Source: an optimization exercise on an open RTL-to-GDS flow (aim: small area and a short achievable clock period). Production flows keep margins and buffers that such runs may drop. In this exercise RTL edits were held to simulation tests only and were not proved equivalent to the original. No activity file was given, so power comes from the tool's default toggle rates.

## flow/config.mk

```make
export PLATFORM = sky130hd
export DESIGN_NAME = mm_top
export DESIGN_NICKNAME = mm_top
export VERILOG_FILES = /design/flow/design.v
export SDC_FILE = /design/flow/constraint.sdc
export NUM_CORES = 4
export LEC_CHECK = 0
export ABC_CLOCK_PERIOD_IN_PS = 4000
export CAP_MARGIN = 20
export CORE_MARGIN = 2
export CORE_UTILIZATION = 60
export CTS_CLUSTER_DIAMETER = 120
export CTS_CLUSTER_SIZE = 28
export PLACE_DENSITY = 0.62
export SETUP_SLACK_MARGIN = 4.55
export SLEW_MARGIN = 20
export SYNTH_HIERARCHICAL = 1
```

## flow/constraint.sdc

```tcl
create_clock -name core_clock -period 8.0 [get_ports {clk}]
set_input_delay 1.6000 -clock core_clock [delete_from_list [all_inputs] [get_ports {clk}]]
set_output_delay 1.6000 -clock core_clock [all_outputs]
set_load 0.01 [all_outputs]
```

## flow/design.v

```verilog
`default_nettype none
package mm_pkg;
  localparam int ARRAY_N = 3;
  localparam int ELEM_W = 8;
  localparam int ACC_W  = 16;
  typedef logic signed [ELEM_W-1:0] elem_t;
  typedef logic signed [ACC_W-1:0]  acc_t;
  typedef enum logic [1:0] {
    SEQ_IDLE = 2'd0,
    SEQ_RUN  = 2'd1,
    SEQ_DONE = 2'd2
  } seq_state_t;
endpackage
`default_nettype wire
`default_nettype none
package mm_regs_pkg;
  localparam int AXI_ADDR_W = 8;
  localparam int AXI_DATA_W = 32;
  localparam logic [AXI_ADDR_W-1:0] REG_CTRL   = 8'h00;
  localparam logic [AXI_ADDR_W-1:0] REG_STATUS = 8'h04;
  localparam logic [AXI_ADDR_W-1:0] OPND_BASE  = 8'h40;
  localparam logic [AXI_ADDR_W-1:0] RES_BASE   = 8'h80;
  localparam int CTRL_START = 0;
  localparam int CTRL_CLEAR = 1;
  localparam int STAT_BUSY = 0;
  localparam int STAT_DONE = 1;
  localparam int STAT_FULL = 2;
  typedef enum logic [1:0] {
    RESP_OKAY   = 2'b00,
    RESP_SLVERR = 2'b10
  } axi_resp_t;
endpackage
`default_nettype wire
`default_nettype none
module mm_dot3 (
  input  wire [7:0]  i_a0, i_a1, i_a2,
  input  wire [7:0]  i_b0, i_b1, i_b2,
  output wire [47:0] o_st
);
  wire pp1;
  wire pp2;
  wire pp3;
  wire pp4;
  wire pp5;
  wire pp6;
  wire pp7;
  wire pp8;
  wire pp9;
  wire pp10;
  wire pp11;
  wire pp12;
  wire pp13;
  wire pp14;
  wire pp15;
  wire pp16;
  wire pp17;
  wire pp18;
  wire pp19;
  wire pp20;
  wire pp21;
  wire pp22;
  wire pp23;
  wire pp24;
  wire pp25;
  wire pp26;
  wire pp27;
  wire pp28;
  wire pp29;
  wire pp30;
  wire pp31;
  wire pp32;
  wire pp33;
  wire pp34;
  wire pp35;
  wire pp36;
  wire pp37;
  wire pp38;
  wire pp39;
  wire pp40;
  wire pp41;
  wire pp42;
  wire pp43;
  wire pp44;
  wire pp45;
  wire pp46;
  wire pp47;
  wire pp48;
  wire pp49;
  wire pp50;
  wire pp51;
  wire pp52;
  wire pp53;
  wire pp54;
  wire pp55;
  wire pp56;
  wire pp57;
  wire pp58;
  wire pp59;
  wire pp60;
  wire pp61;
  wire pp62;
  wire pp63;
  wire pp64;
  wire pp65;
  wire pp66;
  wire pp67;
  wire pp68;
  wire pp69;
  wire pp70;
  wire pp71;
  wire pp72;
  wire pp73;
  wire pp74;
  wire pp75;
  wire pp76;
  wire pp77;
  wire pp78;
  wire pp79;
  wire pp80;
  wire pp81;
  wire pp82;
  wire pp83;
  wire pp84;
  wire pp85;
  wire pp86;
  wire pp87;
  wire pp88;
  wire pp89;
  wire pp90;
  wire pp91;
  wire pp92;
  wire pp93;
  wire pp94;
  wire pp95;
  wire pp96;
  wire pp97;
  wire pp98;
  wire pp99;
  wire pp100;
  wire pp101;
  wire pp102;
  wire pp103;
  wire pp104;
  wire pp105;
  wire pp106;
  wire pp107;
  wire pp108;
  wire pp109;
  wire pp110;
  wire pp111;
  wire pp112;
  wire pp113;
  wire pp114;
  wire pp115;
  wire pp116;
  wire pp117;
  wire pp118;
  wire pp119;
  wire pp120;
  wire pp121;
  wire pp122;
  wire pp123;
  wire pp124;
  wire pp125;
  wire pp126;
  wire pp127;
  wire pp128;
  wire pp129;
  wire pp130;
  wire pp131;
  wire pp132;
  wire pp133;
  wire pp134;
  wire pp135;
  wire pp136;
  wire pp137;
  wire pp138;
  wire pp139;
  wire pp140;
  wire pp141;
  wire pp142;
  wire pp143;
  wire pp144;
  wire pp145;
  wire pp146;
  wire pp147;
  wire pp148;
  wire pp149;
  wire pp150;
  wire pp151;
  wire pp152;
  wire pp153;
  wire pp154;
  wire pp155;
  wire pp156;
  wire pp157;
  wire pp158;
  wire pp159;
  wire pp160;
  wire pp161;
  wire pp162;
  wire pp163;
  wire pp164;
  wire pp165;
  wire pp166;
  wire pp167;
  wire pp168;
  wire pp169;
  wire pp170;
  wire pp171;
  wire pp172;
  wire pp173;
  wire pp174;
  wire pp175;
  wire pp176;
  wire pp177;
  wire pp178;
  wire pp179;
  wire pp180;
  wire pp181;
  wire pp182;
  wire pp183;
  wire pp184;
  wire pp185;
  wire pp186;
  wire pp187;
  wire pp188;
  wire pp189;
  wire pp190;
  wire pp191;
  wire pp192;
  wire s193;
  wire c194;
  wire s195;
  wire c196;
  wire s197;
  wire c198;
  wire s199;
  wire c200;
  wire s201;
  wire c202;
  wire s203;
  wire c204;
  wire s205;
  wire c206;
  wire s207;
  wire c208;
  wire s209;
  wire c210;
  wire s211;
  wire c212;
  wire s213;
  wire c214;
  wire s215;
  wire c216;
  wire s217;
  wire c218;
  wire s219;
  wire c220;
  wire s221;
  wire c222;
  wire s223;
  wire c224;
  wire s225;
  wire c226;
  wire s227;
  wire c228;
  wire s229;
  wire c230;
  wire s231;
  wire c232;
  wire s233;
  wire c234;
  wire s235;
  wire c236;
  wire s237;
  wire c238;
  wire s239;
  wire c240;
  wire s241;
  wire c242;
  wire s243;
  wire c244;
  wire s245;
  wire c246;
  wire s247;
  wire c248;
  wire s249;
  wire c250;
  wire s251;
  wire c252;
  wire s253;
  wire c254;
  wire s255;
  wire c256;
  wire s257;
  wire c258;
  wire s259;
  wire c260;
  wire s261;
  wire c262;
  wire s263;
  wire c264;
  wire s265;
  wire c266;
  wire s267;
  wire c268;
  wire s269;
  wire c270;
  wire s271;
  wire c272;
  wire s273;
  wire c274;
  wire s275;
  wire c276;
  wire s277;
  wire c278;
  wire s279;
  wire c280;
  wire s281;
  wire c282;
  wire s283;
  wire c284;
  wire s285;
  wire c286;
  wire s287;
  wire c288;
  wire s289;
  wire c290;
  wire s291;
  wire c292;
  wire s293;
  wire c294;
  wire s295;
  wire c296;
  wire s297;
  wire c298;
  wire s299;
  wire c300;
  wire s301;
  wire c302;
  wire s303;
  wire c304;
  wire s305;
  wire c306;
  wire s307;
  wire c308;
  wire s309;
  wire c310;
  wire s311;
  wire c312;
  wire s313;
  wire c314;
  wire s315;
  wire c316;
  wire s317;
  wire c318;
  wire s319;
  wire c320;
  wire s321;
  wire c322;
  wire s323;
  wire c324;
  wire s325;
  wire c326;
  wire s327;
  wire c328;
  wire s329;
  wire c330;
  wire s331;
  wire c332;
  wire s333;
  wire c334;
  wire s335;
  wire c336;
  wire s337;
  wire c338;
  wire s339;
  wire c340;
  wire s341;
  wire c342;
  wire s343;
  wire c344;
  wire s345;
  wire c346;
  wire s347;
  wire c348;
  wire s349;
  wire c350;
  wire s351;
  wire c352;
  wire s353;
  wire c354;
  wire s355;
  wire c356;
  wire s357;
  wire c358;
  wire s359;
  wire c360;
  wire s361;
  wire c362;
  wire s363;
  wire c364;
  wire s365;
  wire c366;
  wire s367;
  wire c368;
  wire s369;
  wire c370;
  wire s371;
  wire c372;
  wire s373;
  wire c374;
  wire s375;
  wire c376;
  wire s377;
  wire c378;
  wire s379;
  wire c380;
  wire s381;
  wire c382;
  wire s383;
  wire c384;
  wire s385;
  wire c386;
  wire s387;
  wire c388;
  wire s389;
  wire c390;
  wire s391;
  wire c392;
  wire s393;
  wire c394;
  wire s395;
  wire c396;
  wire s397;
  wire c398;
  wire s399;
  wire c400;
  wire s401;
  wire c402;
  wire s403;
  wire c404;
  wire s405;
  wire c406;
  wire s407;
  wire c408;
  wire s409;
  wire c410;
  wire s411;
  wire c412;
  wire s413;
  wire c414;
  wire s415;
  wire c416;
  wire s417;
  wire c418;
  wire s419;
  wire c420;
  wire s421;
  wire c422;
  wire s423;
  wire c424;
  wire s425;
  wire c426;
  wire s427;
  wire c428;
  wire s429;
  wire c430;
  wire s431;
  wire c432;
  wire s433;
  wire c434;
  wire s435;
  wire c436;
  wire s437;
  wire c438;
  wire s439;
  wire c440;
  wire s441;
  wire c442;
  wire s443;
  wire c444;
  wire s445;
  wire c446;
  wire s447;
  wire c448;
  wire s449;
  wire c450;
  wire s451;
  wire c452;
  wire s453;
  wire c454;
  wire s455;
  wire c456;
  wire s457;
  wire c458;
  wire s459;
  wire c460;
  wire s461;
  wire c462;
  wire s463;
  wire c464;
  wire s465;
  wire c466;
  wire s467;
  wire c468;
  wire s469;
  wire c470;
  wire s471;
  wire c472;
  wire s473;
  wire c474;
  wire s475;
  wire c476;
  wire s477;
  wire c478;
  wire s479;
  wire c480;
  wire s481;
  wire c482;
  wire s483;
  wire c484;
  wire s485;
  wire c486;
  wire s487;
  wire c488;
  wire s489;
  wire c490;
  wire s491;
  wire c492;
  wire s493;
  wire c494;
  wire s495;
  wire c496;
  wire s497;
  wire c498;
  wire s499;
  wire c500;
  wire s501;
  wire c502;
  wire s503;
  assign pp1 = ~(i_a0[0] & i_b0[0]);
  assign pp2 = ~(i_a0[0] & i_b0[1]);
  assign pp3 = ~(i_a0[0] & i_b0[2]);
  assign pp4 = ~(i_a0[0] & i_b0[3]);
  assign pp5 = ~(i_a0[0] & i_b0[4]);
  assign pp6 = ~(i_a0[0] & i_b0[5]);
  assign pp7 = ~(i_a0[0] & i_b0[6]);
  assign pp8 = i_a0[0] & i_b0[7];
  assign pp9 = ~(i_a0[1] & i_b0[0]);
  assign pp10 = ~(i_a0[1] & i_b0[1]);
  assign pp11 = ~(i_a0[1] & i_b0[2]);
  assign pp12 = ~(i_a0[1] & i_b0[3]);
  assign pp13 = ~(i_a0[1] & i_b0[4]);
  assign pp14 = ~(i_a0[1] & i_b0[5]);
  assign pp15 = ~(i_a0[1] & i_b0[6]);
  assign pp16 = i_a0[1] & i_b0[7];
  assign pp17 = ~(i_a0[2] & i_b0[0]);
  assign pp18 = ~(i_a0[2] & i_b0[1]);
  assign pp19 = ~(i_a0[2] & i_b0[2]);
  assign pp20 = ~(i_a0[2] & i_b0[3]);
  assign pp21 = ~(i_a0[2] & i_b0[4]);
  assign pp22 = ~(i_a0[2] & i_b0[5]);
  assign pp23 = ~(i_a0[2] & i_b0[6]);
  assign pp24 = i_a0[2] & i_b0[7];
  assign pp25 = ~(i_a0[3] & i_b0[0]);
  assign pp26 = ~(i_a0[3] & i_b0[1]);
  assign pp27 = ~(i_a0[3] & i_b0[2]);
  assign pp28 = ~(i_a0[3] & i_b0[3]);
  assign pp29 = ~(i_a0[3] & i_b0[4]);
  assign pp30 = ~(i_a0[3] & i_b0[5]);
  assign pp31 = ~(i_a0[3] & i_b0[6]);
  assign pp32 = i_a0[3] & i_b0[7];
  assign pp33 = ~(i_a0[4] & i_b0[0]);
  assign pp34 = ~(i_a0[4] & i_b0[1]);
  assign pp35 = ~(i_a0[4] & i_b0[2]);
  assign pp36 = ~(i_a0[4] & i_b0[3]);
  assign pp37 = ~(i_a0[4] & i_b0[4]);
  assign pp38 = ~(i_a0[4] & i_b0[5]);
  assign pp39 = ~(i_a0[4] & i_b0[6]);
  assign pp40 = i_a0[4] & i_b0[7];
  assign pp41 = ~(i_a0[5] & i_b0[0]);
  assign pp42 = ~(i_a0[5] & i_b0[1]);
  assign pp43 = ~(i_a0[5] & i_b0[2]);
  assign pp44 = ~(i_a0[5] & i_b0[3]);
  assign pp45 = ~(i_a0[5] & i_b0[4]);
  assign pp46 = ~(i_a0[5] & i_b0[5]);
  assign pp47 = ~(i_a0[5] & i_b0[6]);
  assign pp48 = i_a0[5] & i_b0[7];
  assign pp49 = ~(i_a0[6] & i_b0[0]);
  assign pp50 = ~(i_a0[6] & i_b0[1]);
  assign pp51 = ~(i_a0[6] & i_b0[2]);
  assign pp52 = ~(i_a0[6] & i_b0[3]);
  assign pp53 = ~(i_a0[6] & i_b0[4]);
  assign pp54 = ~(i_a0[6] & i_b0[5]);
  assign pp55 = ~(i_a0[6] & i_b0[6]);
  assign pp56 = i_a0[6] & i_b0[7];
  assign pp57 = i_a0[7] & i_b0[0];
  assign pp58 = i_a0[7] & i_b0[1];
  assign pp59 = i_a0[7] & i_b0[2];
  assign pp60 = i_a0[7] & i_b0[3];
  assign pp61 = i_a0[7] & i_b0[4];
  assign pp62 = i_a0[7] & i_b0[5];
  assign pp63 = i_a0[7] & i_b0[6];
  assign pp64 = ~(i_a0[7] & i_b0[7]);
  assign pp65 = ~(i_a1[0] & i_b1[0]);
  assign pp66 = ~(i_a1[0] & i_b1[1]);
  assign pp67 = ~(i_a1[0] & i_b1[2]);
  assign pp68 = ~(i_a1[0] & i_b1[3]);
  assign pp69 = ~(i_a1[0] & i_b1[4]);
  assign pp70 = ~(i_a1[0] & i_b1[5]);
  assign pp71 = ~(i_a1[0] & i_b1[6]);
  assign pp72 = i_a1[0] & i_b1[7];
  assign pp73 = ~(i_a1[1] & i_b1[0]);
  assign pp74 = ~(i_a1[1] & i_b1[1]);
  assign pp75 = ~(i_a1[1] & i_b1[2]);
  assign pp76 = ~(i_a1[1] & i_b1[3]);
  assign pp77 = ~(i_a1[1] & i_b1[4]);
  assign pp78 = ~(i_a1[1] & i_b1[5]);
  assign pp79 = ~(i_a1[1] & i_b1[6]);
  assign pp80 = i_a1[1] & i_b1[7];
  assign pp81 = ~(i_a1[2] & i_b1[0]);
  assign pp82 = ~(i_a1[2] & i_b1[1]);
  assign pp83 = ~(i_a1[2] & i_b1[2]);
  assign pp84 = ~(i_a1[2] & i_b1[3]);
  assign pp85 = ~(i_a1[2] & i_b1[4]);
  assign pp86 = ~(i_a1[2] & i_b1[5]);
  assign pp87 = ~(i_a1[2] & i_b1[6]);
  assign pp88 = i_a1[2] & i_b1[7];
  assign pp89 = ~(i_a1[3] & i_b1[0]);
  assign pp90 = ~(i_a1[3] & i_b1[1]);
  assign pp91 = ~(i_a1[3] & i_b1[2]);
  assign pp92 = ~(i_a1[3] & i_b1[3]);
  assign pp93 = ~(i_a1[3] & i_b1[4]);
  assign pp94 = ~(i_a1[3] & i_b1[5]);
  assign pp95 = ~(i_a1[3] & i_b1[6]);
  assign pp96 = i_a1[3] & i_b1[7];
  assign pp97 = ~(i_a1[4] & i_b1[0]);
  assign pp98 = ~(i_a1[4] & i_b1[1]);
  assign pp99 = ~(i_a1[4] & i_b1[2]);
  assign pp100 = ~(i_a1[4] & i_b1[3]);
  assign pp101 = ~(i_a1[4] & i_b1[4]);
  assign pp102 = ~(i_a1[4] & i_b1[5]);
  assign pp103 = ~(i_a1[4] & i_b1[6]);
  assign pp104 = i_a1[4] & i_b1[7];
  assign pp105 = ~(i_a1[5] & i_b1[0]);
  assign pp106 = ~(i_a1[5] & i_b1[1]);
  assign pp107 = ~(i_a1[5] & i_b1[2]);
  assign pp108 = ~(i_a1[5] & i_b1[3]);
  assign pp109 = ~(i_a1[5] & i_b1[4]);
  assign pp110 = ~(i_a1[5] & i_b1[5]);
  assign pp111 = ~(i_a1[5] & i_b1[6]);
  assign pp112 = i_a1[5] & i_b1[7];
  assign pp113 = ~(i_a1[6] & i_b1[0]);
  assign pp114 = ~(i_a1[6] & i_b1[1]);
  assign pp115 = ~(i_a1[6] & i_b1[2]);
  assign pp116 = ~(i_a1[6] & i_b1[3]);
  assign pp117 = ~(i_a1[6] & i_b1[4]);
  assign pp118 = ~(i_a1[6] & i_b1[5]);
  assign pp119 = ~(i_a1[6] & i_b1[6]);
  assign pp120 = i_a1[6] & i_b1[7];
  assign pp121 = i_a1[7] & i_b1[0];
  assign pp122 = i_a1[7] & i_b1[1];
  assign pp123 = i_a1[7] & i_b1[2];
  assign pp124 = i_a1[7] & i_b1[3];
  assign pp125 = i_a1[7] & i_b1[4];
  assign pp126 = i_a1[7] & i_b1[5];
  assign pp127 = i_a1[7] & i_b1[6];
  assign pp128 = ~(i_a1[7] & i_b1[7]);
  assign pp129 = ~(i_a2[0] & i_b2[0]);
  assign pp130 = ~(i_a2[0] & i_b2[1]);
  assign pp131 = ~(i_a2[0] & i_b2[2]);
  assign pp132 = ~(i_a2[0] & i_b2[3]);
  assign pp133 = ~(i_a2[0] & i_b2[4]);
  assign pp134 = ~(i_a2[0] & i_b2[5]);
  assign pp135 = ~(i_a2[0] & i_b2[6]);
  assign pp136 = i_a2[0] & i_b2[7];
  assign pp137 = ~(i_a2[1] & i_b2[0]);
  assign pp138 = ~(i_a2[1] & i_b2[1]);
  assign pp139 = ~(i_a2[1] & i_b2[2]);
  assign pp140 = ~(i_a2[1] & i_b2[3]);
  assign pp141 = ~(i_a2[1] & i_b2[4]);
  assign pp142 = ~(i_a2[1] & i_b2[5]);
  assign pp143 = ~(i_a2[1] & i_b2[6]);
  assign pp144 = i_a2[1] & i_b2[7];
  assign pp145 = ~(i_a2[2] & i_b2[0]);
  assign pp146 = ~(i_a2[2] & i_b2[1]);
  assign pp147 = ~(i_a2[2] & i_b2[2]);
  assign pp148 = ~(i_a2[2] & i_b2[3]);
  assign pp149 = ~(i_a2[2] & i_b2[4]);
  assign pp150 = ~(i_a2[2] & i_b2[5]);
  assign pp151 = ~(i_a2[2] & i_b2[6]);
  assign pp152 = i_a2[2] & i_b2[7];
  assign pp153 = ~(i_a2[3] & i_b2[0]);
  assign pp154 = ~(i_a2[3] & i_b2[1]);
  assign pp155 = ~(i_a2[3] & i_b2[2]);
  assign pp156 = ~(i_a2[3] & i_b2[3]);
  assign pp157 = ~(i_a2[3] & i_b2[4]);
  assign pp158 = ~(i_a2[3] & i_b2[5]);
  assign pp159 = ~(i_a2[3] & i_b2[6]);
  assign pp160 = i_a2[3] & i_b2[7];
  assign pp161 = ~(i_a2[4] & i_b2[0]);
  assign pp162 = ~(i_a2[4] & i_b2[1]);
  assign pp163 = ~(i_a2[4] & i_b2[2]);
  assign pp164 = ~(i_a2[4] & i_b2[3]);
  assign pp165 = ~(i_a2[4] & i_b2[4]);
  assign pp166 = ~(i_a2[4] & i_b2[5]);
  assign pp167 = ~(i_a2[4] & i_b2[6]);
  assign pp168 = i_a2[4] & i_b2[7];
  assign pp169 = ~(i_a2[5] & i_b2[0]);
  assign pp170 = ~(i_a2[5] & i_b2[1]);
  assign pp171 = ~(i_a2[5] & i_b2[2]);
  assign pp172 = ~(i_a2[5] & i_b2[3]);
  assign pp173 = ~(i_a2[5] & i_b2[4]);
  assign pp174 = ~(i_a2[5] & i_b2[5]);
  assign pp175 = ~(i_a2[5] & i_b2[6]);
  assign pp176 = i_a2[5] & i_b2[7];
  assign pp177 = ~(i_a2[6] & i_b2[0]);
  assign pp178 = ~(i_a2[6] & i_b2[1]);
  assign pp179 = ~(i_a2[6] & i_b2[2]);
  assign pp180 = ~(i_a2[6] & i_b2[3]);
  assign pp181 = ~(i_a2[6] & i_b2[4]);
  assign pp182 = ~(i_a2[6] & i_b2[5]);
  assign pp183 = ~(i_a2[6] & i_b2[6]);
  assign pp184 = i_a2[6] & i_b2[7];
  assign pp185 = i_a2[7] & i_b2[0];
  assign pp186 = i_a2[7] & i_b2[1];
  assign pp187 = i_a2[7] & i_b2[2];
  assign pp188 = i_a2[7] & i_b2[3];
  assign pp189 = i_a2[7] & i_b2[4];
  assign pp190 = i_a2[7] & i_b2[5];
  assign pp191 = i_a2[7] & i_b2[6];
  assign pp192 = ~(i_a2[7] & i_b2[7]);
  mm_fa u_s193 (.i_a(pp106), .i_b(pp113), .i_c(pp135), .o_s(s193), .o_c(c194));
  mm_fa u_s195 (.i_a(pp100), .i_b(pp107), .i_c(pp114), .o_s(s195), .o_c(c196));
  mm_fa u_s197 (.i_a(pp121), .i_b(pp136), .i_c(pp143), .o_s(s197), .o_c(c198));
  mm_fa u_s199 (.i_a(pp15), .i_b(pp150), .i_c(pp157), .o_s(s199), .o_c(c200));
  mm_ha u_s201 (.i_a(pp101), .i_b(pp108), .o_s(s201), .o_c(c202));
  mm_fa u_s203 (.i_a(pp115), .i_b(pp122), .i_c(pp144), .o_s(s203), .o_c(c204));
  mm_fa u_s205 (.i_a(pp151), .i_b(pp158), .i_c(pp16), .o_s(s205), .o_c(c206));
  mm_ha u_s207 (.i_a(pp102), .i_b(pp109), .o_s(s207), .o_c(c208));
  mm_xnor u_s209 (.i_a(pp116), .i_b(pp123), .o_y(s209));
  mm_or u_c210 (.i_a(pp116), .i_b(pp123), .o_y(c210));
  mm_fa u_s211 (.i_a(pp12), .i_b(pp133), .i_c(pp140), .o_s(s211), .o_c(c212));
  mm_fa u_s213 (.i_a(pp105), .i_b(pp13), .i_c(pp134), .o_s(s213), .o_c(c214));
  mm_fa u_s215 (.i_a(pp141), .i_b(pp148), .i_c(pp155), .o_s(s215), .o_c(c216));
  mm_fa u_s217 (.i_a(pp162), .i_b(pp169), .i_c(pp20), .o_s(s217), .o_c(c218));
  mm_fa u_s219 (.i_a(pp14), .i_b(pp142), .i_c(pp149), .o_s(s219), .o_c(c220));
  mm_fa u_s221 (.i_a(pp156), .i_b(pp163), .i_c(pp170), .o_s(s221), .o_c(c222));
  mm_fa u_s223 (.i_a(pp177), .i_b(pp21), .i_c(pp28), .o_s(s223), .o_c(c224));
  mm_fa u_s225 (.i_a(pp35), .i_b(pp42), .i_c(pp49), .o_s(s225), .o_c(c226));
  mm_xnor u_s227 (.i_a(pp7), .i_b(pp71), .o_y(s227));
  mm_or u_c228 (.i_a(pp7), .i_b(pp71), .o_y(c228));
  mm_fa u_s229 (.i_a(pp164), .i_b(pp171), .i_c(pp178), .o_s(s229), .o_c(c230));
  mm_fa u_s231 (.i_a(pp185), .i_b(pp22), .i_c(pp29), .o_s(s231), .o_c(c232));
  mm_fa u_s233 (.i_a(pp36), .i_b(pp43), .i_c(pp50), .o_s(s233), .o_c(c234));
  mm_fa u_s235 (.i_a(pp57), .i_b(pp72), .i_c(pp79), .o_s(s235), .o_c(c236));
  mm_fa u_s237 (.i_a(pp8), .i_b(pp86), .i_c(pp93), .o_s(s237), .o_c(c238));
  mm_xnor u_s239 (.i_a(c194), .i_b(s195), .o_y(s239));
  mm_or u_c240 (.i_a(c194), .i_b(s195), .o_y(c240));
  mm_fa u_s241 (.i_a(pp165), .i_b(pp172), .i_c(pp179), .o_s(s241), .o_c(c242));
  mm_fa u_s243 (.i_a(pp186), .i_b(pp23), .i_c(pp30), .o_s(s243), .o_c(c244));
  mm_fa u_s245 (.i_a(pp37), .i_b(pp44), .i_c(pp51), .o_s(s245), .o_c(c246));
  mm_fa u_s247 (.i_a(pp58), .i_b(pp80), .i_c(pp87), .o_s(s247), .o_c(c248));
  mm_fa u_s249 (.i_a(pp94), .i_b(c196), .i_c(c198), .o_s(s249), .o_c(c250));
  mm_fa u_s251 (.i_a(c200), .i_b(s201), .i_c(s203), .o_s(s251), .o_c(c252));
  mm_fa u_s253 (.i_a(pp152), .i_b(pp159), .i_c(pp166), .o_s(s253), .o_c(c254));
  mm_fa u_s255 (.i_a(pp173), .i_b(pp180), .i_c(pp187), .o_s(s255), .o_c(c256));
  mm_fa u_s257 (.i_a(pp24), .i_b(pp31), .i_c(pp38), .o_s(s257), .o_c(c258));
  mm_fa u_s259 (.i_a(pp45), .i_b(pp52), .i_c(pp59), .o_s(s259), .o_c(c260));
  mm_fa u_s261 (.i_a(pp88), .i_b(pp95), .i_c(s209), .o_s(s261), .o_c(c262));
  mm_fa u_s263 (.i_a(c202), .i_b(c204), .i_c(c206), .o_s(s263), .o_c(c264));
  mm_fa u_s265 (.i_a(pp103), .i_b(pp110), .i_c(pp117), .o_s(s265), .o_c(c266));
  mm_fa u_s267 (.i_a(pp124), .i_b(pp160), .i_c(pp167), .o_s(s267), .o_c(c268));
  mm_fa u_s269 (.i_a(pp174), .i_b(pp181), .i_c(pp188), .o_s(s269), .o_c(c270));
  mm_fa u_s271 (.i_a(pp32), .i_b(pp39), .i_c(pp46), .o_s(s271), .o_c(c272));
  mm_fa u_s273 (.i_a(pp53), .i_b(pp60), .i_c(pp96), .o_s(s273), .o_c(c274));
  mm_fa u_s275 (.i_a(pp104), .i_b(pp111), .i_c(pp118), .o_s(s275), .o_c(c276));
  mm_fa u_s277 (.i_a(pp125), .i_b(pp168), .i_c(pp175), .o_s(s277), .o_c(c278));
  mm_fa u_s279 (.i_a(pp11), .i_b(pp132), .i_c(pp139), .o_s(s279), .o_c(c280));
  mm_xnor u_s281 (.i_a(pp146), .i_b(pp153), .o_y(s281));
  mm_or u_c282 (.i_a(pp146), .i_b(pp153), .o_y(c282));
  mm_fa u_s283 (.i_a(pp147), .i_b(pp154), .i_c(pp161), .o_s(s283), .o_c(c284));
  mm_fa u_s285 (.i_a(pp19), .i_b(pp26), .i_c(pp33), .o_s(s285), .o_c(c286));
  mm_fa u_s287 (.i_a(pp5), .i_b(pp69), .i_c(pp76), .o_s(s287), .o_c(c288));
  mm_fa u_s289 (.i_a(pp27), .i_b(pp34), .i_c(pp41), .o_s(s289), .o_c(c290));
  mm_fa u_s291 (.i_a(pp6), .i_b(pp70), .i_c(pp77), .o_s(s291), .o_c(c292));
  mm_fa u_s293 (.i_a(pp84), .i_b(pp91), .i_c(pp98), .o_s(s293), .o_c(c294));
  mm_xnor u_s295 (.i_a(c212), .i_b(s213), .o_y(s295));
  mm_or u_c296 (.i_a(c212), .i_b(s213), .o_y(c296));
  mm_fa u_s297 (.i_a(pp78), .i_b(pp85), .i_c(pp92), .o_s(s297), .o_c(c298));
  mm_fa u_s299 (.i_a(pp99), .i_b(s227), .i_c(c214), .o_s(s299), .o_c(c300));
  mm_fa u_s301 (.i_a(c216), .i_b(c218), .i_c(s193), .o_s(s301), .o_c(c302));
  mm_fa u_s303 (.i_a(s219), .i_b(s221), .i_c(s223), .o_s(s303), .o_c(c304));
  mm_fa u_s305 (.i_a(c228), .i_b(c220), .i_c(c222), .o_s(s305), .o_c(c306));
  mm_fa u_s307 (.i_a(c224), .i_b(c226), .i_c(s197), .o_s(s307), .o_c(c308));
  mm_fa u_s309 (.i_a(s199), .i_b(s229), .i_c(s231), .o_s(s309), .o_c(c310));
  mm_fa u_s311 (.i_a(s233), .i_b(s235), .i_c(s237), .o_s(s311), .o_c(c312));
  mm_fa u_s313 (.i_a(c230), .i_b(c232), .i_c(c234), .o_s(s313), .o_c(c314));
  mm_fa u_s315 (.i_a(c236), .i_b(c238), .i_c(s205), .o_s(s315), .o_c(c316));
  mm_fa u_s317 (.i_a(s241), .i_b(s243), .i_c(s245), .o_s(s317), .o_c(c318));
  mm_fa u_s319 (.i_a(s247), .i_b(c240), .i_c(s249), .o_s(s319), .o_c(c320));
  mm_fa u_s321 (.i_a(c242), .i_b(c244), .i_c(c246), .o_s(s321), .o_c(c322));
  mm_fa u_s323 (.i_a(c248), .i_b(s207), .i_c(s253), .o_s(s323), .o_c(c324));
  mm_fa u_s325 (.i_a(s255), .i_b(s257), .i_c(s259), .o_s(s325), .o_c(c326));
  mm_fa u_s327 (.i_a(s261), .i_b(c250), .i_c(c252), .o_s(s327), .o_c(c328));
  mm_fa u_s329 (.i_a(c210), .i_b(c208), .i_c(c254), .o_s(s329), .o_c(c330));
  mm_fa u_s331 (.i_a(c256), .i_b(c258), .i_c(c260), .o_s(s331), .o_c(c332));
  mm_fa u_s333 (.i_a(s265), .i_b(s267), .i_c(s269), .o_s(s333), .o_c(c334));
  mm_fa u_s335 (.i_a(s271), .i_b(s273), .i_c(c262), .o_s(s335), .o_c(c336));
  mm_fa u_s337 (.i_a(pp182), .i_b(pp189), .i_c(pp40), .o_s(s337), .o_c(c338));
  mm_fa u_s339 (.i_a(pp47), .i_b(pp54), .i_c(pp61), .o_s(s339), .o_c(c340));
  mm_fa u_s341 (.i_a(c266), .i_b(c268), .i_c(c270), .o_s(s341), .o_c(c342));
  mm_fa u_s343 (.i_a(c272), .i_b(c274), .i_c(s275), .o_s(s343), .o_c(c344));
  mm_fa u_s345 (.i_a(pp112), .i_b(pp119), .i_c(pp126), .o_s(s345), .o_c(c346));
  mm_fa u_s347 (.i_a(pp176), .i_b(pp183), .i_c(pp190), .o_s(s347), .o_c(c348));
  mm_fa u_s349 (.i_a(pp48), .i_b(pp55), .i_c(pp62), .o_s(s349), .o_c(c350));
  mm_fa u_s351 (.i_a(pp10), .i_b(pp131), .i_c(pp138), .o_s(s351), .o_c(c352));
  mm_xnor u_s353 (.i_a(pp145), .i_b(pp17), .o_y(s353));
  mm_or u_c354 (.i_a(pp145), .i_b(pp17), .o_y(c354));
  mm_fa u_s355 (.i_a(pp18), .i_b(pp25), .i_c(pp4), .o_s(s355), .o_c(c356));
  mm_fa u_s357 (.i_a(pp68), .i_b(pp75), .i_c(pp82), .o_s(s357), .o_c(c358));
  mm_xnor u_s359 (.i_a(pp89), .i_b(s281), .o_y(s359));
  mm_or u_c360 (.i_a(pp89), .i_b(s281), .o_y(c360));
  mm_fa u_s361 (.i_a(pp83), .i_b(pp90), .i_c(pp97), .o_s(s361), .o_c(c362));
  mm_fa u_s363 (.i_a(c282), .i_b(c280), .i_c(s211), .o_s(s363), .o_c(c364));
  mm_fa u_s365 (.i_a(s283), .i_b(s285), .i_c(s287), .o_s(s365), .o_c(c366));
  mm_fa u_s367 (.i_a(c284), .i_b(c286), .i_c(c288), .o_s(s367), .o_c(c368));
  mm_fa u_s369 (.i_a(s215), .i_b(s217), .i_c(s289), .o_s(s369), .o_c(c370));
  mm_fa u_s371 (.i_a(s291), .i_b(s293), .i_c(s295), .o_s(s371), .o_c(c372));
  mm_fa u_s373 (.i_a(c290), .i_b(c292), .i_c(c294), .o_s(s373), .o_c(c374));
  mm_fa u_s375 (.i_a(s225), .i_b(s297), .i_c(c296), .o_s(s375), .o_c(c376));
  mm_fa u_s377 (.i_a(s299), .i_b(s301), .i_c(s303), .o_s(s377), .o_c(c378));
  mm_fa u_s379 (.i_a(c298), .i_b(c300), .i_c(s239), .o_s(s379), .o_c(c380));
  mm_fa u_s381 (.i_a(c302), .i_b(c304), .i_c(s305), .o_s(s381), .o_c(c382));
  mm_fa u_s383 (.i_a(s307), .i_b(s309), .i_c(s311), .o_s(s383), .o_c(c384));
  mm_fa u_s385 (.i_a(c306), .i_b(c308), .i_c(c310), .o_s(s385), .o_c(c386));
  mm_fa u_s387 (.i_a(c312), .i_b(s313), .i_c(s315), .o_s(s387), .o_c(c388));
  mm_fa u_s389 (.i_a(s251), .i_b(s317), .i_c(s319), .o_s(s389), .o_c(c390));
  mm_fa u_s391 (.i_a(c314), .i_b(c316), .i_c(c318), .o_s(s391), .o_c(c392));
  mm_fa u_s393 (.i_a(s263), .i_b(s321), .i_c(s323), .o_s(s393), .o_c(c394));
  mm_fa u_s395 (.i_a(s325), .i_b(c320), .i_c(s327), .o_s(s395), .o_c(c396));
  mm_fa u_s397 (.i_a(c264), .i_b(c322), .i_c(c324), .o_s(s397), .o_c(c398));
  mm_fa u_s399 (.i_a(c326), .i_b(s329), .i_c(s331), .o_s(s399), .o_c(c400));
  mm_fa u_s401 (.i_a(s333), .i_b(s335), .i_c(c328), .o_s(s401), .o_c(c402));
  mm_fa u_s403 (.i_a(s277), .i_b(s337), .i_c(s339), .o_s(s403), .o_c(c404));
  mm_fa u_s405 (.i_a(c330), .i_b(c332), .i_c(c334), .o_s(s405), .o_c(c406));
  mm_fa u_s407 (.i_a(s341), .i_b(s343), .i_c(c336), .o_s(s407), .o_c(c408));
  mm_fa u_s409 (.i_a(c276), .i_b(c278), .i_c(c338), .o_s(s409), .o_c(c410));
  mm_fa u_s411 (.i_a(c340), .i_b(s345), .i_c(s347), .o_s(s411), .o_c(c412));
  mm_fa u_s413 (.i_a(s349), .i_b(c342), .i_c(c344), .o_s(s413), .o_c(c414));
  mm_fa u_s415 (.i_a(pp120), .i_b(pp127), .i_c(pp184), .o_s(s415), .o_c(c416));
  mm_fa u_s417 (.i_a(pp191), .i_b(pp56), .i_c(pp63), .o_s(s417), .o_c(c418));
  mm_fa u_s419 (.i_a(c346), .i_b(c348), .i_c(c350), .o_s(s419), .o_c(c420));
  mm_fa u_s421 (.i_a(pp130), .i_b(pp137), .i_c(pp2), .o_s(s421), .o_c(c422));
  mm_fa u_s423 (.i_a(pp3), .i_b(pp67), .i_c(pp74), .o_s(s423), .o_c(c424));
  mm_xnor u_s425 (.i_a(pp81), .i_b(s353), .o_y(s425));
  mm_or u_c426 (.i_a(pp81), .i_b(s353), .o_y(c426));
  mm_fa u_s427 (.i_a(c354), .i_b(c352), .i_c(s279), .o_s(s427), .o_c(c428));
  mm_fa u_s429 (.i_a(s355), .i_b(s357), .i_c(s359), .o_s(s429), .o_c(c430));
  mm_fa u_s431 (.i_a(c356), .i_b(c358), .i_c(c360), .o_s(s431), .o_c(c432));
  mm_fa u_s433 (.i_a(s361), .i_b(s363), .i_c(s365), .o_s(s433), .o_c(c434));
  mm_fa u_s435 (.i_a(c362), .i_b(c364), .i_c(c366), .o_s(s435), .o_c(c436));
  mm_fa u_s437 (.i_a(s367), .i_b(s369), .i_c(s371), .o_s(s437), .o_c(c438));
  mm_fa u_s439 (.i_a(c368), .i_b(c370), .i_c(s373), .o_s(s439), .o_c(c440));
  mm_fa u_s441 (.i_a(s375), .i_b(c372), .i_c(s377), .o_s(s441), .o_c(c442));
  mm_fa u_s443 (.i_a(c374), .i_b(c376), .i_c(s379), .o_s(s443), .o_c(c444));
  mm_fa u_s445 (.i_a(c378), .i_b(s381), .i_c(s383), .o_s(s445), .o_c(c446));
  mm_fa u_s447 (.i_a(c380), .i_b(c382), .i_c(s385), .o_s(s447), .o_c(c448));
  mm_fa u_s449 (.i_a(c384), .i_b(s387), .i_c(s389), .o_s(s449), .o_c(c450));
  mm_fa u_s451 (.i_a(c386), .i_b(c388), .i_c(s391), .o_s(s451), .o_c(c452));
  mm_fa u_s453 (.i_a(s393), .i_b(c390), .i_c(s395), .o_s(s453), .o_c(c454));
  mm_fa u_s455 (.i_a(c392), .i_b(s397), .i_c(c394), .o_s(s455), .o_c(c456));
  mm_fa u_s457 (.i_a(s399), .i_b(s401), .i_c(c396), .o_s(s457), .o_c(c458));
  mm_fa u_s459 (.i_a(s403), .i_b(c398), .i_c(c400), .o_s(s459), .o_c(c460));
  mm_fa u_s461 (.i_a(s405), .i_b(s407), .i_c(c402), .o_s(s461), .o_c(c462));
  mm_fa u_s463 (.i_a(c404), .i_b(s409), .i_c(s411), .o_s(s463), .o_c(c464));
  mm_fa u_s465 (.i_a(c406), .i_b(s413), .i_c(c408), .o_s(s465), .o_c(c466));
  mm_fa u_s467 (.i_a(s415), .i_b(s417), .i_c(c410), .o_s(s467), .o_c(c468));
  mm_fa u_s469 (.i_a(c412), .i_b(s419), .i_c(c414), .o_s(s469), .o_c(c470));
  mm_fa u_s471 (.i_a(pp128), .i_b(pp192), .i_c(pp64), .o_s(s471), .o_c(c472));
  mm_fa u_s473 (.i_a(c416), .i_b(c418), .i_c(c420), .o_s(s473), .o_c(c474));
  mm_xnor u_s475 (.i_a(pp66), .i_b(pp73), .o_y(s475));
  mm_or u_c476 (.i_a(pp66), .i_b(pp73), .o_y(c476));
  mm_fa u_s477 (.i_a(c422), .i_b(s351), .i_c(s423), .o_s(s477), .o_c(c478));
  mm_fa u_s479 (.i_a(c424), .i_b(c426), .i_c(s427), .o_s(s479), .o_c(c480));
  mm_fa u_s481 (.i_a(c428), .i_b(s431), .i_c(c430), .o_s(s481), .o_c(c482));
  mm_fa u_s483 (.i_a(c432), .i_b(c434), .i_c(s435), .o_s(s483), .o_c(c484));
  mm_fa u_s485 (.i_a(c436), .i_b(s439), .i_c(c438), .o_s(s485), .o_c(c486));
  mm_fa u_s487 (.i_a(c440), .i_b(s443), .i_c(c442), .o_s(s487), .o_c(c488));
  mm_fa u_s489 (.i_a(c444), .i_b(s447), .i_c(c446), .o_s(s489), .o_c(c490));
  mm_fa u_s491 (.i_a(c448), .i_b(s451), .i_c(c450), .o_s(s491), .o_c(c492));
  mm_fa u_s493 (.i_a(c452), .i_b(s455), .i_c(c454), .o_s(s493), .o_c(c494));
  mm_fa u_s495 (.i_a(c456), .i_b(s459), .i_c(s461), .o_s(s495), .o_c(c496));
  mm_fa u_s497 (.i_a(s463), .i_b(c460), .i_c(s465), .o_s(s497), .o_c(c498));
  mm_fa u_s499 (.i_a(s467), .i_b(c464), .i_c(s469), .o_s(s499), .o_c(c500));
  mm_fa u_s501 (.i_a(s471), .i_b(c468), .i_c(s473), .o_s(s501), .o_c(c502));
  assign s503 = ~(c472);
  assign o_st = {c474, s503, c502, c470, s501, c500, c466, s499, c498, c462, s497, c496, c458, s495, c494, s457, s493, c492, s453, s491, c490, s449, s489, c488, s445, s487, c486, s441, s485, c484, s437, s483, c482, s433, s481, c480, s429, s479, c478, s425, s477, c476, s421, pp9, s475, pp65, pp129, pp1};
endmodule
module mm_dot3_fin (
  input  wire [47:0] i_st,
  output wire [15:0] o_n0,
  output wire [15:0] o_n1
);
  wire s1;
  wire c2;
  wire s3;
  wire c4;
  wire s5;
  wire c6;
  wire s7;
  wire c8;
  wire s9;
  wire c10;
  wire s11;
  wire c12;
  wire s13;
  wire c14;
  wire s15;
  wire c16;
  wire s17;
  wire c18;
  wire s19;
  wire c20;
  wire s21;
  wire c22;
  wire s23;
  wire c24;
  wire s25;
  wire c26;
  wire s27;
  wire c28;
  wire s29;
  wire c30;
  wire s31;
  mm_xnor u_s1 (.i_a(i_st[0]), .i_b(i_st[1]), .o_y(s1));
  mm_or u_c2 (.i_a(i_st[0]), .i_b(i_st[1]), .o_y(c2));
  mm_fa u_s3 (.i_a(i_st[3]), .i_b(i_st[4]), .i_c(i_st[5]), .o_s(s3), .o_c(c4));
  mm_fa u_s5 (.i_a(i_st[6]), .i_b(i_st[7]), .i_c(i_st[8]), .o_s(s5), .o_c(c6));
  mm_fa u_s7 (.i_a(i_st[10]), .i_b(i_st[11]), .i_c(i_st[9]), .o_s(s7), .o_c(c8));
  mm_fa u_s9 (.i_a(i_st[12]), .i_b(i_st[13]), .i_c(i_st[14]), .o_s(s9), .o_c(c10));
  mm_fa u_s11 (.i_a(i_st[15]), .i_b(i_st[16]), .i_c(i_st[17]), .o_s(s11), .o_c(c12));
  mm_fa u_s13 (.i_a(i_st[18]), .i_b(i_st[19]), .i_c(i_st[20]), .o_s(s13), .o_c(c14));
  mm_fa u_s15 (.i_a(i_st[21]), .i_b(i_st[22]), .i_c(i_st[23]), .o_s(s15), .o_c(c16));
  mm_fa u_s17 (.i_a(i_st[24]), .i_b(i_st[25]), .i_c(i_st[26]), .o_s(s17), .o_c(c18));
  mm_fa u_s19 (.i_a(i_st[27]), .i_b(i_st[28]), .i_c(i_st[29]), .o_s(s19), .o_c(c20));
  mm_fa u_s21 (.i_a(i_st[30]), .i_b(i_st[31]), .i_c(i_st[32]), .o_s(s21), .o_c(c22));
  mm_fa u_s23 (.i_a(i_st[33]), .i_b(i_st[34]), .i_c(i_st[35]), .o_s(s23), .o_c(c24));
  mm_fa u_s25 (.i_a(i_st[36]), .i_b(i_st[37]), .i_c(i_st[38]), .o_s(s25), .o_c(c26));
  mm_fa u_s27 (.i_a(i_st[39]), .i_b(i_st[40]), .i_c(i_st[41]), .o_s(s27), .o_c(c28));
  mm_fa u_s29 (.i_a(i_st[42]), .i_b(i_st[43]), .i_c(i_st[44]), .o_s(s29), .o_c(c30));
  assign s31 = i_st[45] ^ i_st[46] ^ i_st[47];
  assign o_n0 = {c30, c28, c26, c24, c22, c20, c18, c16, c14, c12, c10, c8, c6, c4, c2, i_st[2]};
  assign o_n1 = {s31, s29, s27, s25, s23, s21, s19, s17, s15, s13, s11, s9, s7, s5, s3, s1};
endmodule
module mm_fa (input wire i_a, i_b, i_c, output wire o_s, o_c);
  assign o_s = i_a ^ i_b ^ i_c;
  assign o_c = (i_a & i_b) | (i_a & i_c) | (i_b & i_c);
endmodule
module mm_ha (input wire i_a, i_b, output wire o_s, o_c);
  assign o_s = i_a ^ i_b;
  assign o_c = i_a & i_b;
endmodule
module mm_xnor (input wire i_a, i_b, output wire o_y);
  assign o_y = ~(i_a ^ i_b);
endmodule
module mm_or (input wire i_a, i_b, output wire o_y);
  assign o_y = i_a | i_b;
endmodule
`default_nettype wire
`timescale 1ns/1ps
`default_nettype none
module mm_top (
  input  logic        clk,
  input  logic        rst_n,
  input  logic        i_awvalid,
  output logic        o_awready,
  input  logic [7:0]  i_awaddr,
  input  logic        i_wvalid,
  output logic        o_wready,
  input  logic [31:0] i_wdata,
  input  logic [3:0]  i_wstrb,
  output logic        o_bvalid,
  input  logic        i_bready,
  output logic [1:0]  o_bresp,
  input  logic        i_arvalid,
  output logic        o_arready,
  input  logic [7:0]  i_araddr,
  output logic        o_rvalid,
  input  logic        i_rready,
  output logic [31:0] o_rdata,
  output logic [1:0]  o_rresp
);
  logic        bvalid_q;
  logic        bslverr_q;
  logic        start_q;
  logic        clear_q;
  logic        busy_q;
  logic        done_q;
  logic [2:0]  cnt_q;
  logic [17:0] mask_q;
  logic        newbit_q;
  logic        full;
  logic        accept;
  logic        wr_go;
  logic        wr_ctrl;
  logic        wr_opnd;
  logic [4:0]  wr_slot;
  logic        opnd_we;
  assign wr_go     = i_awvalid && i_wvalid && !bvalid_q;
  assign o_awready = wr_go;
  assign o_wready  = wr_go;
  assign wr_ctrl = (i_awaddr == 8'h00);
  assign wr_opnd = (i_awaddr[1:0] == 2'b00) &&
                   ((i_awaddr[7:6] == 2'b01) || (i_awaddr[7:3] == 5'b10000));
  assign wr_slot = i_awaddr[6:2] - 5'd16;
  assign opnd_we = wr_go && wr_opnd && !busy_q;
  always_ff @(posedge clk or negedge rst_n) begin
    if (!rst_n) begin
      bvalid_q <= 1'b0;
      start_q  <= 1'b0;
      clear_q  <= 1'b0;
    end else begin
      if (bvalid_q && i_bready) bvalid_q <= 1'b0;
      if (wr_go) bvalid_q <= 1'b1;
      start_q <= wr_go && wr_ctrl && i_wdata[0];
      clear_q <= wr_go && wr_ctrl && i_wdata[1];
    end
  end
  always_ff @(posedge clk) begin
    if (wr_go) bslverr_q <= !(wr_ctrl || (wr_opnd && !busy_q));
  end
  assign o_bvalid = bvalid_q;
  assign o_bresp  = {bslverr_q, 1'b0};
  logic [2:0] ph_i_q;
  logic [2:0] ph_j_q;
  logic [2:0] ph_j_next;
  assign ph_j_next = ph_i_q[2] ? {ph_j_q[1:0], ph_j_q[2]} : ph_j_q;
  always_ff @(posedge clk or negedge rst_n) begin
    if (!rst_n) begin
      ph_i_q <= 3'b001;
      ph_j_q <= 3'b001;
    end else begin
      ph_i_q <= {ph_i_q[1:0], ph_i_q[2]};
      ph_j_q <= ph_j_next;
    end
  end
  logic [2:0]        wr_row;
  logic [2:0]        wr_col;
  logic              wr_a;
  logic              wr_b;
  logic [7:0]        a_q [3][3];
  logic [7:0]        b_q [3][3];
  logic [7:0]        bsel_q [3];
  always_comb begin
    wr_a = opnd_we && (wr_slot < 5'd9);
    wr_b = opnd_we && (wr_slot >= 5'd9);
    for (int r = 0; r < 3; r++) begin
      wr_row[r] = 1'b0;
      wr_col[r] = 1'b0;
      for (int c = 0; c < 3; c++) begin
        wr_row[r] = wr_row[r] | (wr_slot == 5'(3 * r + c)) | (wr_slot == 5'(9 + 3 * r + c));
        wr_col[r] = wr_col[r] | (wr_slot == 5'(3 * c + r)) | (wr_slot == 5'(9 + 3 * c + r));
      end
    end
  end
  always_ff @(posedge clk) begin
    for (int k = 0; k < 3; k++) begin
      for (int g = 0; g < 3; g++) begin
        if (wr_a && wr_col[k] &&
            ((ph_i_q[0] && wr_row[(g + 1) % 3]) ||
             (ph_i_q[1] && wr_row[(g + 2) % 3]) ||
             (ph_i_q[2] && wr_row[g])))
          a_q[k][g] <= i_wdata[7:0];
        else
          a_q[k][g] <= a_q[k][(g + 1) % 3];
      end
    end
  end
  always_ff @(posedge clk) begin
    for (int r = 0; r < 3; r++)
      for (int c = 0; c < 3; c++)
        if (wr_b && wr_row[r] && wr_col[c]) b_q[r][c] <= i_wdata[7:0];
  end
  always_ff @(posedge clk) begin
    for (int k = 0; k < 3; k++)
      bsel_q[k] <= ({8{ph_j_next[0]}} & b_q[k][0]) |
                   ({8{ph_j_next[1]}} & b_q[k][1]) |
                   ({8{ph_j_next[2]}} & b_q[k][2]);
  end
  always_ff @(posedge clk or negedge rst_n) begin
    if (!rst_n) begin
      mask_q   <= '0;
      newbit_q <= 1'b0;
    end else begin
      newbit_q <= 1'b0;
      if (clear_q) begin
        mask_q <= '0;
      end else if (opnd_we) begin
        mask_q[wr_slot] <= 1'b1;
        newbit_q        <= !mask_q[wr_slot];
      end
    end
  end
  assign full = (&mask_q) && !newbit_q;
  assign accept = start_q && full && !busy_q;
  always_ff @(posedge clk or negedge rst_n) begin
    if (!rst_n) begin
      busy_q <= 1'b0;
      done_q <= 1'b0;
    end else if (accept) begin
      busy_q <= 1'b1;
      done_q <= 1'b0;
    end else if (busy_q && cnt_q == 3'd7) begin
      busy_q <= 1'b0;
      done_q <= 1'b1;
    end
  end
  always_ff @(posedge clk) begin
    if (accept) cnt_q <= 3'd0;
    else if (busy_q) cnt_q <= cnt_q + 3'd1;
  end
  logic [47:0] dot_st;
  logic [47:0] st_q;
  logic [15:0] fin_n0;
  logic [15:0] fin_n1;
  logic [15:0] sum;
  logic        ring_we;
  logic [15:0] ring_q [9];
  mm_dot3 u_dot (
    .i_a0 (a_q[0][0]),
    .i_a1 (a_q[1][0]),
    .i_a2 (a_q[2][0]),
    .i_b0 (bsel_q[0]),
    .i_b1 (bsel_q[1]),
    .i_b2 (bsel_q[2]),
    .o_st (dot_st)
  );
  always_ff @(posedge clk) st_q <= dot_st;
  mm_dot3_fin u_fin (
    .i_st (st_q),
    .o_n0 (fin_n0),
    .o_n1 (fin_n1)
  );
  assign sum     = ~(fin_n0 + fin_n1 + 16'd1);
  assign ring_we = accept || busy_q;
  always_ff @(posedge clk) begin
    ring_q[0] <= ring_we ? sum : ring_q[8];
    for (int p = 1; p < 9; p++) ring_q[p] <= ring_q[p-1];
  end
  logic        arready_q;
  logic        rvalid_q;
  logic        rslverr_q;
  logic [15:0] rdata_q;
  logic        ar_go;
  logic        rd_ctrl;
  logic        rd_stat;
  logic        rd_res;
  logic [8:0]  rd_k;
  logic [8:0]  phase;
  logic [8:0]  rd_pos;
  logic [15:0] rd_val;
  logic [15:0] rd_data;
  assign ar_go   = i_arvalid && arready_q;
  assign rd_ctrl = (i_araddr == 8'h00);
  assign rd_stat = (i_araddr == 8'h04);
  assign rd_res  = (i_araddr[7] == 1'b1) && (i_araddr[1:0] == 2'b00) &&
                   (i_araddr[6:2] <= 5'd8);
  always_comb begin
    for (int f = 0; f < 9; f++) phase[f] = ph_j_q[f / 3] && ph_i_q[f % 3];
    for (int k = 0; k < 9; k++) rd_k[k] = (i_araddr[5:2] == 4'(k));
    for (int p = 0; p < 9; p++) begin
      rd_pos[p] = 1'b0;
      for (int k = 0; k < 9; k++) rd_pos[p] = rd_pos[p] | (rd_k[k] & phase[(p + 3 * (k % 3) + k / 3 + 2) % 9]);
    end
    rd_val = '0;
    for (int p = 0; p < 9; p++) rd_val = rd_val | ({16{rd_pos[p]}} & ring_q[p]);
    rd_data = '0;
    if (rd_res) rd_data = rd_val;
    else if (rd_stat) rd_data = {13'd0, full, done_q, busy_q};
  end
  always_ff @(posedge clk or negedge rst_n) begin
    if (!rst_n) begin
      arready_q <= 1'b0;
      rvalid_q  <= 1'b0;
    end else if (ar_go) begin
      arready_q <= 1'b0;
      rvalid_q  <= 1'b1;
    end else begin
      if (rvalid_q && i_rready) rvalid_q <= 1'b0;
      arready_q <= !rvalid_q || i_rready;
    end
  end
  always_ff @(posedge clk) begin
    if (ar_go) begin
      rslverr_q <= !(rd_ctrl || rd_stat || rd_res);
      rdata_q   <= rd_data;
    end
  end
  assign o_arready = arready_q;
  assign o_rvalid  = rvalid_q;
  assign o_rresp   = {rslverr_q, 1'b0};
  assign o_rdata   = {{16{rdata_q[15]}}, rdata_q};
endmodule
`default_nettype wire
```

## flow/flow/run.sh

```bash
#!/bin/bash
# Layout flow: the standard ORFS flow (standard.sh, unchanged synthesis and
# scripts) with the port buffers that placement inserts made the smallest
# buffer instead of the one buffer_ports picks by default. Timing repair still
# resizes any port buffer on a critical path.
set -euo pipefail
export BUFFER_PORTS_ARGS="-buffer_cell sky130_fd_sc_hd__buf_1"
bash standard.sh > standard.log 2>&1
```

## flow/standard.sh

```bash
#!/bin/bash
# synth_recipe.tcl (not shown) runs the flow's synth.tcl, then flattens the netlist and writes it again
# the make line also repeats each setting of config.mk as NAME=value (left out here)
make -C /OpenROAD-flow-scripts/flow DESIGN_CONFIG=/design/flow/config.mk WORK_HOME=/design/flow/orfs CLKGATE_MAP_FILE= SYNTH_SCRIPT=/design/flow/synth_recipe.tcl "${@:-finish}"
```

==> results of run 1 <==
[per-layer routing]
metal / up-vias / global-route usage, %
li1: 5428 / -
met1: 5998 / 34.86
met2: 416 / 42.81
met3: 53 / 3.774
met4: 0 / 5.344
met5: - / 0
[cell usage after synthesis (5+ instances only)]
master	number
o21ai_0	25
a222oi_1	49
nor3_1	18
nand3b_1	7
a22o_1	8
nand3_1	19
inv_1	53
and3_1	7
edfxtp_1	90
mux2i_1	6
a31oi_1	27
ha_1	25
a221oi_1	8
or3_1	8
or2_1	11
dfxtp_1	291
and2_1	45
o22ai_1	12
nand2_1	209
a21oi_1	19
buf_4	128
fa_1	159
nand2b_1	10
dfrtp_1	30
nor2b_1	17
nor2_1	52
a21boi_1	5
xnor2_1	20
nand4_1	8
a22oi_1	18
o21a_1	5
clkbuf_1	23
mux4_2	5
mux2_1	72
o21ai_1	11
buf_2	29
[repair_timing]
action,CTS,global route
resized for setup,61,36
pin swaps,2,7
gates cloned,0,1
setup buffers,9,9
endpoints found under the setup margin,167,161
hold buffers,0,0
[area by class of cell]
| cell class | instances | area [um^2] |
|---|---|---|
| inverter | 56 | 220.2 |
| sequential | 413 | 9389 |
| tap | 402 | 503.0 |
| fill | 2478 | 11380 |
| clock buffer | 31 | 520.5 |
| timing repair buffer | 104 | 691.9 |
| multi-input combinational | 971 | 9009 |
| clock inverter | 1 | 8.758 |
[per-module statistics from Yosys, one instance, submodules excluded]
module | cells inside | flops+latches
mm_or | 1 | 0
mm_dot3 | 263 | 0
mm_fa | 1 | 0
mm_top | 1147 | 413
mm_xnor | 1 | 0
mm_ha | 1 | 0
mm_dot3_fin | 33 | 0
[critical path, delay by kind of cell]
family,cells,cell delay [ns]
buffers and inverters,3,0.24
and+or+nand+nor,1,0.08
[where the power goes]
| part | internal (W) | switching [W] |
|---|---|---|
| Sequential | 0.00213 | 0.00000522 |
| Clock | 0.000453 | 0.000602 |
| Combinational | 0.0000368 | 0.0000770 |
[flip-flops by register name (all words and copies together), names as in the netlist, 16 cells and up]
name,flops
bsel_q,24
ring_q,144
mask_q,18
b_q,72
rdata_q,16
a_q,72
st_q,48
[kinds of logic after synthesis]
logic type,after synthesis
and+or+nand+nor,436
buffers and inverters,240
AOI/OAI and AO/OA,241
adders and majority gates,184
xor gates and xnor gates,23
DFF,413
other,1
muxes,85
[worst paths after layout]
| check | endpoint | slack [ns] | cells after the start |
|---|---|---|---|
| max | o_wready | 4.48 | 4 |
| min | ring_q[2][2] | 0.36 | 0 |
| max reg2reg | st_q[31] | 4.62 | 7 |
| min reg2reg | ring_q[2][2] | 0.36 | 0 |
| max in group asynchronous | rvalid_q | 6.33 | 1 |
| min in group asynchronous | mask_q[12] | 1.14 | 1 |
[metrics by stage]
stage | instance area, um^2 | setup slack [ns]
after CTS | 20110 | 4.372
after floorplan | 19720 | 4.397
after global routing | 20340 | 4.462
after global placement | 19300 | 3.147
after detailed placement | 19300 | 3.055
final | 20340 | 4.476
==> flow_metrics.tcl, run 1 <==
set metrics [dict create \
    nNetsFinal 1807 \
    clkTransAtPathRegs_ns 0.10 \
    finalPower_w 0.003308 \
    synth.ff_latch_count 413 \
    synthCells 1623 \
    status "finished clean" \
    synth_largest_area_cell "dfxtp_1" \
    clkLatencyLatePin_ns 0.53 \
    vias 11895 \
    finalNonFillerCells 1978 \
    synth_compound_area_share_pct 9.693 \
    cts_buffers 18 \
    m1WireLength_um 18570 \
    final_common_cell "dfxtp_1" \
    critPathMaxStageDelay_ns 0.11 \
    path_max_fanout 3 \
    cpMostUsedCell "buf_6" \
    timing.hold.ws_ns 0.3556 \
    first_pass_iters 7 \
    clock_path_buffers 3 \
    die_y_um 184.1 \
    fin_setup_tns_ns 0 \
    path_cells "buf_6 -> nand3_4 -> inv_4 -> buf_6" \
    grt_max_degree 35 \
    layout_common_cells "dfxtp_1, nand2_1, fa_1" \
    synth_top_family_by_area "adder cells" \
    top_layer_used "met4" \
    wl_met2_um 20110 \
    rows 65 \
    io_pins 100 \
    drt_iter0_drc 1076 \
    period_share_pct 44.05 \
    muxShareOfSynthArea_pct 5.168 \
    p_leak_nw 7.022 \
    port_buffers 69 \
    fmax_ghz 0.2838 \
    synth_edf_count 90 \
    wl_met3_um 2553 \
    vias_per_cell 6.014 \
    cp-start-kind "input pin" \
    cts.sinks 413 \
    grt_pass1_wl_um 66690 \
    worst_pin_slew_ns 0.9641 \
    maxCapViolations 0 \
    critPathRequiredTime_ns 6.40 \
    clockRootBuffer "clkbuf_16" \
    dieArea_um2 33900 \
    ir_drop_uv 208.3 \
    grt_pass1_vias 12188 \
    critical-path-slowest-cell "buf_6" \
    route.detailed.drc 0 \
    synth_area_leaders "dfxtp_1, fa_1, edfxtp_1" \
    async_reset_ff_share_pct 7.748 \
    fin_skew_ns 0.02533 \
    hold_start "ring_q[1][2]" \
    place_inst 1927 \
    synth_ff_type "dfxtp_1" \
    cts_tree "yes" \
    dp_hpwl_um 29710 \
    finalHoldViolations 0 \
    die_w_um 184.1 \
    cp.arrival_ns 1.92 \
    fin_crit_ns 3.524 \
    htreeDepth 1 \
    ys_types 89 \
    gp_congestion 0.9116 \
    diodes 0 \
    path_class "in2out" \
    synthXorXnorAreaFrac_pct 1.112 \
    synthAdderAreaFrac_pct 17.96 \
    start_util_pct 61.37 \
    setup_viol_count_final 0 \
    syn_area_um2 19470 \
    utilization_pct 64.13 \
    wl_per_cell_um 21.21 \
    finalMaxSlewViolations 0 \
    p_per_area_nw_per_um2 162.6 \
    critPathLaunch "i_awvalid" \
    synth-simple-area-share_pct 10.70 \
    crit_path_end_kind "output pin" \
    grt_overflow 0 \
    finalWirelength_um 41960 \
    ys_seq_area_share_pct 47.94 \
    rsz0062_at_grt "yes" \
    yosysWarningCount 15 \
    r2r_start "bsel_q[1][4]" \
    synth.avg_cell_area_um2 11.99 \
    drive_above_1_share_pct 11.99 \
    area_delta_synth_final_pct 4.499 \
    maxSlewHeadroom_pct 35.73 \
    ant_nets 0 \
    yosys.area.top_type_share_pct 29.93 \
    core_um2 31720 \
    hp-class "reg2reg" \
    grt_usage_pct 25.26 \
    antenna_found_initial 0 \
]
==> run 2, diff against run 1 <==
--- a/flow/config.mk
+++ b/flow/config.mk
@@ -13,3 +13,3 @@
 export CTS_CLUSTER_SIZE = 28
-export PLACE_DENSITY = 0.62
+export PLACE_DENSITY = 0.7
 export SETUP_SLACK_MARGIN = 4.55
==> run 2 against run 1 <==
  * Still clean
  * Clock skew down 0.0088 ns
  * Clock power about the same
  * Wire length shrank 1.7%
  * Design area rose by 0.25%
  * Area after synthesis unchanged
  * Sequential cell count unchanged
  * Non-clock buffer count decreased by 8
  * Global-route usage shrank 0.31 points
  * Total power is essentially flat
  * Largest cell class unchanged
==> flow_metrics.tcl, run 2 <==
set metrics [dict create \
    yosys.area.top_type_share_pct 29.93 \
    rows 65 \
    die_w_um 184.1 \
    cpMostUsedCell "buf_6" \
    finalMaxSlewViolations 0 \
    pre_cts_slack_ns 3.056 \
    maxCapViolations 0 \
    clock_path_buffers 3 \
    finalWorstSetupSlack_ns 4.473 \
    synth_edf_count 90 \
    first_pass_iters 6 \
    finalNonFillerCells 1968 \
    vias_per_cell 6.046 \
    async_reset_ff_share_pct 7.748 \
    cts_tree "yes" \
    synth_largest_area_cell "dfxtp_1" \
    clkLatencyLatePin_ns 0.52 \
    finalHoldViolations 0 \
    worst_pin_slew_ns 1.003 \
    cts.sinks 413 \
    core_um2 31720 \
    status "finished clean" \
    p_clk_share_pct 31.8 \
    path_buf_inv 3 \
    period_share_pct 44.09 \
    syn_area_um2 19470 \
    r2r_cells 6 \
    largest-register "ring_q" \
    reg_top3 "ring_q x144, a_q x72, b_q x72" \
    final_common_cell "dfxtp_1" \
    crit_path_end_kind "output pin" \
    path_cells "buf_6 -> nand3_4 -> inv_4 -> buf_6" \
    finalWirelength_um 41230 \
    cts_buffers 18 \
    clkTransAtPathRegs_ns 0.11 \
    path_max_fanout 3 \
    finalInstanceArea_um2 20390 \
    fin_setup_tns_ns 0 \
    start_util_pct 61.37 \
    hp-class "reg2reg" \
    ant_nets 0 \
    p_per_area_nw_per_um2 162.3 \
    path_class "in2out" \
    cp-start-kind "input pin" \
    combPwrFrac_pct 3.6 \
    layout_common_cells "dfxtp_1, nand2_1, fa_1" \
    synthMostInstantiatedCell "dfxtp_1" \
    ctsHoldBuffers 0 \
    cp_top_family "buffers and inverters" \
    drive_above_1_share_pct 11.81 \
    die_y_um 184.1 \
    critPathMaxStageDelay_ns 0.11 \
    grt_usage_pct 24.96 \
    cp.arrival_ns 1.93 \
    port_buffers 69 \
    grt_overflow 0 \
    fin_skew_ns 0.01652 \
    fmax_ghz 0.2835 \
    fill_cells 2402 \
    ys_types 89 \
    io_pins 100 \
    ir_drop_uv 204.3 \
    worst_hold_path.num_cells 0 \
    gp_congestion 0.8924 \
    synth_ff_type "dfxtp_1" \
    vias 11899 \
    fin_crit_ns 3.527 \
    critPathRequiredTime_ns 6.40 \
    ys_seq_area_share_pct 47.94 \
    synthCells 1623 \
    yosys-top-cells-count "dfxtp_1, nand2_1, fa_1" \
    sequentialPowerShare_pct 64.7 \
    grt_pass1_wl_um 65820 \
    route.detailed.drc 0 \
    clockRootBuffer "clkbuf_16" \
    setup_viol_count_final 0 \
    htreeDepth 1 \
    synth_area_leaders "dfxtp_1, fa_1, edfxtp_1" \
    utilization_pct 64.30 \
    grt_max_degree 35 \
    grt_pass1_vias 12003 \
    p_sw_w 0.0006900 \
    dieArea_um2 33900 \
    p_sw_share_pct 20.85 \
    antenna_found_initial 0 \
    synth.ff_latch_count 413 \
    crit_cells 4 \
    place_inst 1919 \
    dp_hpwl_um 28420 \
    largest_reg_flops 144 \
    area_delta_synth_final_pct 4.763 \
    wl_per_cell_um 20.95 \
    drt_iter0_drc 1008 \
    nNetsFinal 1799 \
    rsz0062_at_grt "yes" \
    intPower_w 0.002620 \
    critical-path-slowest-cell "buf_6" \
    maxSlewHeadroom_pct 33.14 \
    yosysWarningCount 15 \
    synth.avg_cell_area_um2 11.99 \
    placed_cell_area_um2 19250 \
    diodes 0 \
    p_leak_nw 6.969 \
]
## run 2: cell counts after synthesis
No cell type changed its count.
## run 2: final cells by class
type	instances	area [um^2]	share of cell area, %
sequential	413	9385	46.02
multi-input combinational	971	9124	44.74
timing repair buffer	96	640.6	3.141
clock buffer	28	509.2	2.497
tap	402	503.0	2.466
inverter	56	220.2	1.080
clock inverter	2	11.26	0.05522
## run 2: path summary, 6_finish.rpt
| kind | from | endpoint | slack, ns |
|---|---|---|---|
| max reg2reg | bsel_q[2][2] | st_q[31] | 4.59 |
| min reg2reg | ring_q[2][3] | ring_q[3][3] | 0.34 |
| min | ring_q[2][3] | ring_q[3][3] | 0.34 |
| min in group asynchronous | rst_n | bvalid_q | 1.18 |
| max | i_wvalid | o_awready | 4.47 |
| max in group asynchronous | rst_n | mask_q[7] | 6.28 |
## run 2: power groups by stage
stage	Combinational [W]	Sequential [W]	Clock, W
6_report	0.000118	0.00214	0.00105
3_3_place_gp	0.000104	0.00219	0
4_1_cts	0.000110	0.00214	0.00108
3_5_place_dp	0.000105	0.00219	0
5_1_grt	0.000128	0.00214	0.00115
2_1_floorplan	0.0000697	0.00219	0
## run 2: Yosys stat by module (local to each module, per instance)
| module | times used | flip-flops and latches |
|---|---|---|
| mm_or | 10 | 0 |
| mm_dot3_fin | 1 | 0 |
| mm_xnor | 10 | 0 |
| mm_fa | 158 | 0 |
| mm_top | 1 | 413 |
| mm_dot3 | 1 | 0 |
| mm_ha | 2 | 0 |
## run 2: kinds of logic (layout without fill, tap and decap cells)
logic type               count (synthesis)  after routing  share of synthesized area, %
flip-flops                             413            413                         47.94
AO/OA/AOI/OAI                          241            241                         9.693
XOR/XNOR                                23             23                         1.112
adder cells (fa/ha/maj)                184            184                         17.96
other                                    1              2                       0.01926
multiplexers                            85             85                         5.168
buffers and inverters                  240            182                         7.417
AND/OR/NAND/NOR                        436            436                         10.70
## run 2: metrics by stage
stage	hold WS (ns)	power [W]
after floorplan	0.3262	0.002264
after global placement	0.3312	0.002294
after detailed placement	0.3353	0.002296
after CTS	0.3470	0.003329
after global routing	0.3556	0.003418
final	0.3447	0.003310
## run 2: what timing repair did
action,in CTS,in global routing
endpoints found under the hold margin,0,0
resized for setup,66,52
buffers inserted,17,2
setup endpoints to repair,168,164
pin swaps,6,2
## run 2: per-layer routing
| layer | global-route usage [%] | up-vias | routed length [um] |
|---|---|---|---|
| met4 | 5.984 | 0 | 847 |
| li1 | - | 5417 | - |
| met3 | 3.813 | 64 | 2823 |
| met5 | 0 | - | 0 |
| met2 | 41.12 | 478 | 19400 |
| met1 | 35.09 | 5940 | 18160 |

static timing again, ports no longer ideal:
The results above use ideal ports. As a check the final layouts listed here were re-extracted and re-timed, cells and wires unchanged. Step 1, drivers: a clkbuf_16 drives clk and a buf_2 each remaining input, both assumed. Step 2 times the ports against the registers' clock, not the clock port: input delays grow and output delays shrink by t, the midpoint of the rising clock arrivals with the driver on. a / b / c = ideal ports / drivers / drivers and shift; a / b = the first two.
| run | t (ns) | setup WS [ns] | worst register clock-pin slew, ns | worst data-port slew with drivers (ns) |
|---|---|---|---|---|
| run 1 | 0.570 | 4.476 / 4.445 / 4.053 | 0.11 / 0.11 | 0.05 |
| run 2 | 0.564 | 4.473 / 4.441 / 4.108 | 0.11 / 0.11 | 0.04 |
After both steps every run listed still meets setup and hold. The setup slack of run 1, which loses most, moves by -0.031 ns with the drivers and by -0.423 ns with both steps.
